This is an optimization exercise on Yosys and OpenROAD, whose aim is small area, a short achievable clock period and few clock cycles, not a production implementation. Only simulation tests tie the RTL to the original design; equivalence was not proved. Power and IR drop assume default switching activity.

==> run a <==
## axi_mem_slave
module axi_mem_slave (
    input  logic                 clk,
    input  logic                 resetn,
    input  logic                 awvalid,
    input  axi_bus_pkg::id_t     awid,
    input  axi_bus_pkg::addr_t   awaddr,
    input  axi_bus_pkg::len_t    awlen,
    input  axi_bus_pkg::size_t   awsize,
    input  axi_bus_pkg::burst_t  awburst,
    output logic                 awready,
    input  logic                 wvalid,
    input  axi_bus_pkg::data_t   wdata,
    input  axi_bus_pkg::id_t     wid,
    input  axi_bus_pkg::strb_t   wstrb,
    input  logic                 wlast,
    output logic                 wready,
    input  logic                 bready,
    output logic                 bvalid,
    output axi_bus_pkg::resp_t   bresp,
    output axi_bus_pkg::id_t     bid,
    input  logic                 arvalid,
    input  axi_bus_pkg::id_t     arid,
    input  axi_bus_pkg::addr_t   araddr,
    input  axi_bus_pkg::len_t    arlen,
    input  axi_bus_pkg::size_t   arsize,
    input  axi_bus_pkg::burst_t  arburst,
    output logic                 arready,
    input  logic                 rready,
    output logic                 rvalid,
    output axi_bus_pkg::data_t   rdata,
    output logic                 rlast,
    output axi_bus_pkg::resp_t   rresp,
    output axi_bus_pkg::id_t     rid
);
==> module byte_mem, before the edit <==
module byte_mem (
    input  logic        clk,
    input  logic        resetn,
    input  logic        wr_en,
    input  logic [6:0]  wr_addr,
    input  logic [31:0] wr_data,
    input  logic [1:0]  wr_sel0,
    input  logic [1:0]  wr_sel1,
    input  logic [1:0]  wr_sel2,
    input  logic [1:0]  wr_sel3,
    input  logic [3:0]  wr_ben,
    input  logic [1:0]  rd_off,
    input  logic [4:0]  rd_row0,
    input  logic [4:0]  rd_row1,
    input  logic [4:0]  rd_row2,
    input  logic [4:0]  rd_row3,
    output logic [31:0] rd_data
);
    logic [1:0] wr_off;
    logic [4:0] wr_row;
    logic [1:0] bank_sel [4];
    logic [4:0] bank_wrow [4];
    logic [7:0] bank_wd [4];
    logic [4:0] bank_rrow [4];
    logic [7:0] bank_q [4];
    logic       init;
    always_ff @(posedge clk)
        init <= !resetn;
    assign wr_off = wr_addr[1:0];
    assign wr_row = wr_addr[6:2];
    assign bank_sel[0] = wr_sel0;
    assign bank_sel[1] = wr_sel1;
    assign bank_sel[2] = wr_sel2;
    assign bank_sel[3] = wr_sel3;
    assign bank_rrow[0] = rd_row0;
    assign bank_rrow[1] = rd_row1;
    assign bank_rrow[2] = rd_row2;
    assign bank_rrow[3] = rd_row3;
    always_comb begin
        for (int b = 0; b < 4; b++) begin
            bank_wd[b]   = wr_data[8*bank_sel[b] +: 8];
            bank_wrow[b] = wr_row + ((2'(b) < wr_off) ? 5'd1 : 5'd0);
        end
    end
    for (genvar b = 0; b < 4; b++) begin : g_bank
        logic [255:0] rows;
        logic [7:0]   wd_one;
        logic [7:0]   wd_zero;
        logic         we;
        assign wd_one  = bank_wd[b] | {8{init}};
        assign wd_zero = bank_wd[b] & {8{!init}};
        assign we      = wr_en && wr_ben[b];
        for (genvar r = 0; r < 32; r++) begin : g_row
            localparam logic [7:0] INIT = 8'(4 * r + b);
            logic       en;
            logic [7:0] d;
            assign en = init || (we && bank_wrow[b] == 5'(r));
            for (genvar j = 0; j < 8; j++) begin : g_bit
                assign d[j] = INIT[j] ? wd_one[j] : wd_zero[j];
            end
            always_ff @(posedge clk) begin
                if (en)
                    rows[8*r +: 8] <= d;
            end
        end
        assign bank_q[b] = rows[8*bank_rrow[b] +: 8];
    end
    always_comb begin
        for (int k = 0; k < 4; k++)
            rd_data[8*k +: 8] = bank_q[2'(k) + rd_off];
    end
endmodule
clock: 10.0 ns
lec_check: 0
cap_margin: 20
core_margin: 2
core_utilization: 40
slew_margin: 20
standard.sh (not shown) runs the stock make flow with config.mk's settings and CLKGATE_MAP_FILE= SYNTH_SCRIPT=/design/flow/synth_recipe.tcl, a recipe that flattens the netlist after the stock synthesis.
==> flow/flow/run.sh <==
#!/bin/bash
# The standard layout (standard.sh, unchanged ORFS steps) with these settings:
#  - port buffers of buf_2 instead of the resizer's default pick (a slow delay cell)
#  - clock tree of clkbuf_16 with sink clusters of up to 30 flip-flops
#  - repair_timing aims for 6.8 ns of setup slack at the design's 10 ns clock
# ORFS writes each step's log under orfs/logs; make's own output goes to standard_run.log.
set -euo pipefail
bash standard.sh \
  "BUFFER_PORTS_ARGS=-buffer_cell sky130_fd_sc_hd__buf_2" \
  CTS_CLUSTER_SIZE=30 CTS_CLUSTER_DIAMETER=80 \
  "CTS_BUF_LIST=sky130_fd_sc_hd__clkbuf_16" \
  SETUP_SLACK_MARGIN=6.8 \
  finish > standard_run.log 2>&1
==> run b: changes against run a <==
--- a/flow/design.v
+++ b/flow/design.v
@@ -142,14 +142,13 @@
         else if (size > axi_bus_pkg::MAX_SIZE)
             req_resp = axi_bus_pkg::RESP_DECERR;
         else
             req_resp = axi_bus_pkg::RESP_OKAY;
     endfunction
-    logic        aw_wait, aw_busy, awready_q;
-    logic        wready_q, w_stall, wready_o;
-    logic        bvalid_q, b_idle, bvalid_o;
-    logic        w_err;
+    logic        aw_wait;
+    logic        wready_q;
+    logic        bvalid_q;
     logic [3:0]  w_len;
     logic [3:0]  w_num;
     logic        w_fixed;
     axi_bus_pkg::resp_t bresp_q;
     axi_bus_pkg::id_t   bid_q;
@@ -165,50 +164,39 @@
     logic [6:0]  w_next;
     logic [6:0]  w_addr;
     logic [3:0]  w_strb;
     logic [1:0]  w_sel [4];
     logic [3:0]  w_ben;
-    assign aw_wait  = !aw_busy;
-    assign wready_q = !w_stall;
-    assign bvalid_q = !b_idle;
     assign hs_aw = awvalid && aw_wait;
     assign hs_w  = wvalid && wready_q;
     assign hs_b  = bvalid_q && bready;
     assign w_done = (hs_w && (aw_wait ? (hs_aw && awlen == 4'd0) : (w_len == w_num)))
                  || (hs_aw && !hs_w && pend_valid && awlen == 4'd0);
     always_ff @(posedge clk) begin
         if (!resetn) begin
-            aw_busy    <= 1'b0;
-            awready_q  <= 1'b1;
-            w_stall    <= 1'b0;
-            wready_o   <= 1'b1;
-            b_idle     <= 1'b1;
-            bvalid_o   <= 1'b0;
+            aw_wait    <= 1'b1;
+            wready_q   <= 1'b1;
+            bvalid_q   <= 1'b0;
             w_num      <= '0;
             pend_valid <= 1'b0;
         end else begin
-            logic aw_wait_n, bvalid_n, pend_valid_n, wready_n;
+            logic aw_wait_n, bvalid_n, pend_valid_n;
             aw_wait_n    = hs_b || (aw_wait && !hs_aw);
             bvalid_n     = w_done || (bvalid_q && !bready);
             pend_valid_n = hs_w || (pend_valid && aw_wait);
-            wready_n     = !bvalid_n && !(aw_wait_n && pend_valid_n);
-            aw_busy    <= !aw_wait_n;
-            awready_q  <= aw_wait_n;
-            b_idle     <= !bvalid_n;
-            bvalid_o   <= bvalid_n;
-            w_stall    <= !wready_n;
-            wready_o   <= wready_n;
+            aw_wait    <= aw_wait_n;
+            bvalid_q   <= bvalid_n;
             pend_valid <= pend_valid_n;
+            wready_q   <= !bvalid_n && !(aw_wait_n && pend_valid_n);
             w_num      <= hs_b ? 4'd0 : w_num + 4'(hs_w);
         end
     end
     always_ff @(posedge clk) begin
         if (aw_wait) begin
             w_len   <= awlen;
             w_fixed <= (awburst == axi_bus_pkg::BURST_FIXED);
             bresp_q <= req_resp(awaddr, awsize);
-            w_err   <= (req_resp(awaddr, awsize) != axi_bus_pkg::RESP_OKAY);
             bid_q   <= awid;
         end
     end
     assign w_next = pend_addr + (w_fixed ? 7'd0 : 7'($countones(pend_strb)));
     assign w_addr = aw_wait ? awaddr[6:0] : w_next;
@@ -244,19 +232,19 @@
             pend_addr <= w_addr;
         pend_ben <= w_ben;
         for (int b = 0; b < 4; b++)
             pend_sel[b] <= w_sel[b];
     end
-    assign mem_wr_en = pend_valid && !aw_wait && !w_err;
-    assign awready = awready_q;
-    assign wready  = wready_o;
-    assign bvalid  = bvalid_o;
+    assign mem_wr_en = pend_valid && !aw_wait && (bresp_q == axi_bus_pkg::RESP_OKAY);
+    assign awready = aw_wait;
+    assign wready  = wready_q;
+    assign bvalid  = bvalid_q;
     assign bresp   = bresp_q;
     assign bid     = bid_q;
-    logic        ar_wait, ar_busy, arready_q;
-    logic        rvalid_q, r_idle, rvalid_o;
-    logic        rlast_q, r_more, rlast_o;
+    logic        ar_wait;
+    logic        rvalid_q;
+    logic        rlast_q;
     logic        r_first;
     logic [6:0]  r_addr;
     logic [4:0]  r_row [4];
     logic [6:0]  r_addr_n;
     logic        r_fixed;
@@ -267,34 +255,24 @@
     logic [31:0] rdata_q;
     logic [31:0] mem_word;
     logic hs_ar, hs_r, fetch;
     axi_bus_pkg::resp_t ar_resp;
     logic [2:0]  r_step;
-    assign ar_wait  = !ar_busy;
-    assign rvalid_q = !r_idle;
-    assign rlast_q  = !r_more;
     assign hs_ar = arvalid && ar_wait;
     assign hs_r  = rvalid_q && rready;
     assign fetch = r_first || (hs_r && !rlast_q);
     assign ar_resp = req_resp(araddr, arsize);
     assign r_step = r_mask[2] ? 3'd4 : (r_mask[1] ? 3'd2 : 3'd1);
     always_ff @(posedge clk) begin
         if (!resetn) begin
-            ar_busy   <= 1'b0;
-            arready_q <= 1'b1;
-            r_idle    <= 1'b1;
-            rvalid_o  <= 1'b0;
-            r_first   <= 1'b0;
+            ar_wait  <= 1'b1;
+            rvalid_q <= 1'b0;
+            r_first  <= 1'b0;
         end else begin
-            logic ar_wait_n, rvalid_n;
-            ar_wait_n = (ar_wait && !arvalid) || (hs_r && rlast_q);
-            rvalid_n  = fetch || (rvalid_q && !hs_r);
-            ar_busy   <= !ar_wait_n;
-            arready_q <= ar_wait_n;
-            r_idle    <= !rvalid_n;
-            rvalid_o  <= rvalid_n;
-            r_first   <= hs_ar;
+            ar_wait  <= (ar_wait && !arvalid) || (hs_r && rlast_q);
+            rvalid_q <= fetch || (rvalid_q && !hs_r);
+            r_first  <= hs_ar;
         end
     end
     assign r_addr_n = ar_wait ? araddr[6:0] : r_addr + 7'(r_step);
     always_ff @(posedge clk) begin
         if (ar_wait || (fetch && !r_fixed)) begin
@@ -315,20 +293,19 @@
             r_cnt <= r_cnt - 4'd1;
         end
     end
     always_ff @(posedge clk) begin
         if (fetch) begin
-            r_more  <= !((r_cnt == 4'd0) || !r_mask[0]);
-            rlast_o <= (r_cnt == 4'd0) || !r_mask[0];
+            rlast_q <= (r_cnt == 4'd0) || !r_mask[0];
             for (int k = 0; k < 4; k++)
                 rdata_q[8*k +: 8] <= mem_word[8*k +: 8] & {8{r_mask[k]}};
         end
     end
-    assign arready = arready_q;
-    assign rvalid  = rvalid_o;
+    assign arready = ar_wait;
+    assign rvalid  = rvalid_q;
     assign rdata   = rdata_q;
-    assign rlast   = rlast_o;
+    assign rlast   = rlast_q;
     assign rresp   = rresp_q;
     assign rid     = rid_q;
     byte_mem mem (
         .clk     (clk),
         .resetn  (resetn),
==> flow/run.sh (new file) <==
#!/bin/bash
# synth_recipe.tcl (not shown) runs the flow's synth.tcl, then flattens the netlist and writes it again
# the make line also repeats each setting of config.mk as NAME=value (left out here)
make -C /OpenROAD-flow-scripts/flow DESIGN_CONFIG=/design/flow/config.mk WORK_HOME=/design/flow/orfs CLKGATE_MAP_FILE= SYNTH_SCRIPT=/design/flow/synth_recipe.tcl finish
CTS_BUF_LIST = sky130_fd_sc_hd__clkbuf_4 sky130_fd_sc_hd__clkbuf_8   (was not set)
SETUP_SLACK_MARGIN = 5   (was not set)
removed: flow/flow/run.sh
removed: flow/standard.sh
==> run c: changes against run a <==
--- a/flow/design.v
+++ b/flow/design.v
@@ -93,17 +93,37 @@
             always_ff @(posedge clk) begin
                 if (en)
                     rows[8*r +: 8] <= d;
             end
         end
-        assign bank_q[b] = rows[8*bank_rrow[b] +: 8];
+        logic [31:0] rsel;
+        always_comb begin
+            for (int r = 0; r < 32; r++)
+                rsel[r] = (bank_rrow[b] == 5'(r));
+        end
+        row_sel u_sel (
+            .rows (rows),
+            .sel  (rsel),
+            .q    (bank_q[b])
+        );
     end
     always_comb begin
         for (int k = 0; k < 4; k++)
             rd_data[8*k +: 8] = bank_q[2'(k) + rd_off];
     end
 endmodule
+module row_sel (
+    input  logic [255:0] rows,
+    input  logic [31:0]  sel,
+    output logic [7:0]   q
+);
+    always_comb begin
+        q = '0;
+        for (int r = 0; r < 32; r++)
+            q = q | (rows[8*r +: 8] & {8{sel[r]}});
+    end
+endmodule
 module axi_mem_slave (
     input  logic                 clk,
     input  logic                 resetn,
     input  logic                 awvalid,
     input  axi_bus_pkg::id_t     awid,
CORE_UTILIZATION = 55   (was 40)
SYNTH_HIERARCHICAL = 1   (was not set)
SYNTH_MINIMUM_KEEP_SIZE = 0   (was not set)
==> results.txt <==
- Flip-flop and latch power: 6.76 mW
- Status: timing/DRC/antenna clean
- Die Width: 355 microns
- Initial antenna violation count: 6
- Final worst slack: 6.47 ns
- Setup crit start kind: register
- Final Non-Filler Cells: 4,737
The numbers above come from run a.

==> results.txt <==
- Status: timing/DRC/antenna clean
- Final Non-Filler Cells: 4,555
- Setup crit start kind: register
- Die Width: 352 microns
- WL per Instance: 26.3 microns
- Initial antenna violation count: 2
- Final worst slack: 5.62 ns
The numbers above come from run b.

==> results.txt <==
- Status: timing/DRC/antenna clean
- Dpl hpwl: 87,500 microns
- Final worst slack: 6.64 ns
- Compound-Gate Fraction of Synth Area: 11.1%
- Fraction of area in multi-input gates: 23.9%
- Flip-flop and latch power: 6.88 mW
- Setup crit start kind: input pin
- Initial antenna violation count: 14
The numbers above come from run c.

Testbench counts of run a, summed over its fixed seeds: cycles 32,135.
Testbench counts of run b, summed over its fixed seeds: cycles 32,135.
Testbench counts of run c, summed over its fixed seeds: cycles 32,135.

==> re-timing with driven ports <==
No port has a modelled driver above. Below, the same layouts with a new extraction and two added sets of constraints. Step 1 assumes that a clkbuf_16 drives the clock port and a buf_2 every other input. Step 2 adds t to the input delays and takes it off the output delays; t is the mean of the earliest and latest rising clock arrival at the registers after step 1. Input paths then give back, and output paths get back, about the clock's delay inside the block. a / b / c = ideal ports / drivers / drivers and shift; a / b = the first two.
| run | t (ns) | setup WS [ns] | hold slack, ns | slew at the worst register clock pin (ns) |
|---|---|---|---|---|
| run a | 0.750 | 6.469 / 6.404 / 6.061 | 0.556 / 0.556 / 0.556 | 0.12 / 0.12 |
| run b | 0.912 | 5.623 / 5.549 / 5.292 | 0.524 / 0.524 / 0.524 | 0.07 / 0.07 |
| run c | 0.714 | 6.645 / 6.667 / 5.954 | 0.564 / 0.564 / 0.564 | 0.12 / 0.12 |
After both steps every run listed still meets setup and hold. For run c, which loses most, drivers alone change the setup slack by +0.022 ns; drivers and shift together by -0.691 ns.
